Context: an optimization exercise on an open-source flow, tuned for small area, a short achievable clock period and few clock cycles. The choices shown serve that exercise and are no tape-out recipe. Only simulation tests tie the RTL to the original design; equivalence was not proved. Power figures rest on the tool's default switching activity, not on a simulated workload.

Setup of try-maple:
==> flow/design.v (excerpt) <==
module md_unit (
    input  logic        CLK,
    input  logic        RST_X,
    input  logic        start,
    input  md_pkg::md_op_t op,
    input  logic [31:0] a,
    input  logic [31:0] b,
    output logic        busy,
    output logic        done,
    output logic [31:0] hi,
    output logic [31:0] lo
);
For scale: ~1700 cells after synthesis, about 160 flip-flops, roughly 14000 um2 of cells after synthesis.
export LEC_CHECK = 0
export CAP_MARGIN = 20
export CELL_PAD_IN_SITES_DETAIL_PLACEMENT = 1
export CELL_PAD_IN_SITES_GLOBAL_PLACEMENT = 1
export CORE_MARGIN = 2
export CORE_UTILIZATION = 30
export CTS_BUF_LIST = sky130_fd_sc_hd__clkbuf_4 sky130_fd_sc_hd__clkbuf_8
export PLACE_DENSITY = 0.45
export SETUP_SLACK_MARGIN = 2.0
export SLEW_MARGIN = 20
export TNS_END_PERCENT = 0
create_clock -name core_clock -period 5.5 [get_ports {CLK}]
standard.sh (not shown) runs the stock make flow with config.mk's settings and CLKGATE_MAP_FILE= SYNTH_SCRIPT=/design/flow/synth_recipe.tcl, a recipe that flattens the netlist after the stock synthesis.
==> flow/flow/run.sh <==
#!/bin/bash
# Standard layout, with a lighter ABC mapping script for synthesis (one &nf
# round instead of five delay-driven restructuring rounds). Everything else,
# including the synthesis steps around ABC, is ORFS's and the standard flow's own.
set -euo pipefail
here=$(pwd)
rm -rf "$here/scripts_mod"
cp -r "$FLOW_HOME/scripts" "$here/scripts_mod"
cp "$here/flow/abc_speed.script" "$here/scripts_mod/abc_speed.script"
bash "$here/standard.sh" SCRIPTS_DIR="$here/scripts_mod" finish > "$here/standard_flow.log" 2>&1
==> flow/flow/abc_speed.script <==
&get -n
&st
&dch
&nf
&put
buffer -c
topo
stime -c
upsize -c
dnsize -c
Testbench counts of try-maple, summed over its fixed seeds: cycles 13,480.
Input changes introduced in try-delta (baseline for comparison: try-maple):
==> flow/flow/abc_speed.script <==
&get -n
&st
&dch
&nf
&put
topo
stime -c
-- flow/config.mk --
<<< try-maple, line 16
export SLEW_MARGIN = 20
export TNS_END_PERCENT = 0
>>> try-delta, line 16
export SLEW_MARGIN = 20
export TNS_END_PERCENT = 5
Notes after the runs:
[compare] base=try-maple new=try-delta: hold slack went up 0.012 ns; sequential cell area share down 0.84 points; total power per unit cell area now larger. Summary of the comparison: path length in cells of the critical path is higher in try-delta, relative to try-maple. Comparing try-maple and try-delta, the higher instance area at placement was measured on try-maple. | netlist area before placement | try-delta vs try-maple | 5.6% lower |.
Setup changes, try-delta to try-zinc
==> flow/flow/abc_speed.script <==
&get -n
&st
&dch
&nf
&put
buffer -c
topo
stime -c
upsize -c
dnsize -c
-- flow/config.mk --
<<< try-delta, line 14
export PLACE_DENSITY = 0.45
export SETUP_SLACK_MARGIN = 2.0
export SLEW_MARGIN = 20
>>> try-zinc, line 14
export PLACE_DENSITY = 0.45
export SETUP_SLACK_MARGIN = 2.4
export SLEW_MARGIN = 20
### Flow results
Across both runs, worst hold slack was higher for try-zinc than for try-delta. Routed wire length in try-zinc vs try-delta: down 2.8%. Per the comparison of try-zinc with try-delta, power -about 6%, area of all sequential standard cells -16 um2, via count of the first global-routing pass -513, worst setup margin -0.030 ns, core utilization -3.7 points. Of the two values seen for highest-delay cell along the critical path, sky130_fd_sc_hd__dfrtp_1 was produced by try-delta and sky130_fd_sc_hd__or4_1 by try-zinc. Each of the runs, namely try-zinc and try-delta, reached the end of the flow and came out clean. Measured against each other, try-zinc and try-delta differ in combined area of the multi-input logic cells, the lower figure coming from try-zinc.
Here is what was changed in the inputs of try-indigo compared with try-zinc.
==> flow/run.sh (new file) <==
#!/bin/bash
# synth_recipe.tcl (not shown) runs the flow's synth.tcl, then flattens the netlist and writes it again
# the make line also repeats each setting of config.mk as NAME=value (left out here)
make -C /OpenROAD-flow-scripts/flow DESIGN_CONFIG=/design/flow/config.mk WORK_HOME=/design/flow/orfs CLKGATE_MAP_FILE= SYNTH_SCRIPT=/design/flow/synth_recipe.tcl finish
-- flow/config.mk --
<<< try-zinc, line 14
export PLACE_DENSITY = 0.45
export SETUP_SLACK_MARGIN = 2.4
export SLEW_MARGIN = 20
>>> try-indigo, line 14
export PLACE_DENSITY = 0.45
export SETUP_SLACK_MARGIN = 1.6
export SLEW_MARGIN = 20
removed: flow/flow/run.sh
removed: flow/flow/abc_speed.script
removed: flow/standard.sh
==> summary.txt <==
Looking at the reports, try-indigo completed the entire flow and the layout it produced met the timing, DRC and antenna checks. Timing-limited maximum frequency down 12 MHz in try-indigo wrt try-zinc. Diff try-zinc -> try-indigo | final layout net count | up by a few percent. try-zinc has lower footprint of the multi-input gates than try-indigo.
## Diff of input files: try-fjord against try-indigo
-- flow/config.mk --
<<< try-indigo, line 14
export PLACE_DENSITY = 0.45
export SETUP_SLACK_MARGIN = 1.6
export SLEW_MARGIN = 20
>>> try-fjord, line 14
export PLACE_DENSITY = 0.45
export SETUP_SLACK_MARGIN = 2.0
export SLEW_MARGIN = 20
## What came out
When try-fjord is set beside try-indigo, its overall power consumption turns out to be 5.8% larger. Reported max-cap violation count of try-fjord is on par with try-indigo. Diff try-indigo and try-fjord: routing usage on met3 lower in try-indigo. try-fjord against try-indigo: number of nets in the finished design went up by about 3.4%, portion of total power attributed to combinational logic went up by 4.1 points, wire length of the first global-routing pass went up by about 2.3%. Number of sinks on the clock net: try-indigo vs try-fjord identical. Row final cell count without fillers: try-fjord higher / try-indigo lower. As far as multiplexer share of the synthesized area goes, try-indigo and try-fjord are indistinguishable; the numbers are identical. The lower length in cells of the worst reg-to-reg path came out of try-fjord.

[re-timing with driven ports]
Ports are ideal in the flow. The routed layouts listed here were re-timed in OpenROAD.
Step 1 assumes that a clkbuf_16 drives the clock port and a buf_2 every other input.
Step 2 moves the port delays by t, midway between the first and last clock arrival at a register: inputs arrive t later, outputs are due t later. That takes back most of the time a late clock gives input paths.
Slacks: no drivers / after step 1 / after step 2; pairs: no drivers / after step 1.
run | t (ns) | setup slack, ns | worst setup path after step 2 | worst slew at a driven data input, ns | pins driven straight from the clock port
try-maple | 0.623 | 1.575 / 1.575 / 1.029 | input to register | 0.04 | 1
try-delta | 0.583 | 1.621 / 1.621 / 1.118 | input to register | 0.06 | 1
try-zinc | 0.635 | 1.591 / 1.591 / 1.035 | input to register | 0.07 | 1
try-indigo | 0.629 | 1.391 / 1.417 / 0.787 | input to register | 0.04 | 1
try-fjord | 0.639 | 1.757 / 1.788 / 1.149 | input to register | 0.05 | 1
After both steps every run listed still meets setup and hold. The setup slack of try-fjord, which loses most, moves by +0.031 ns with the drivers and by -0.608 ns with both steps.
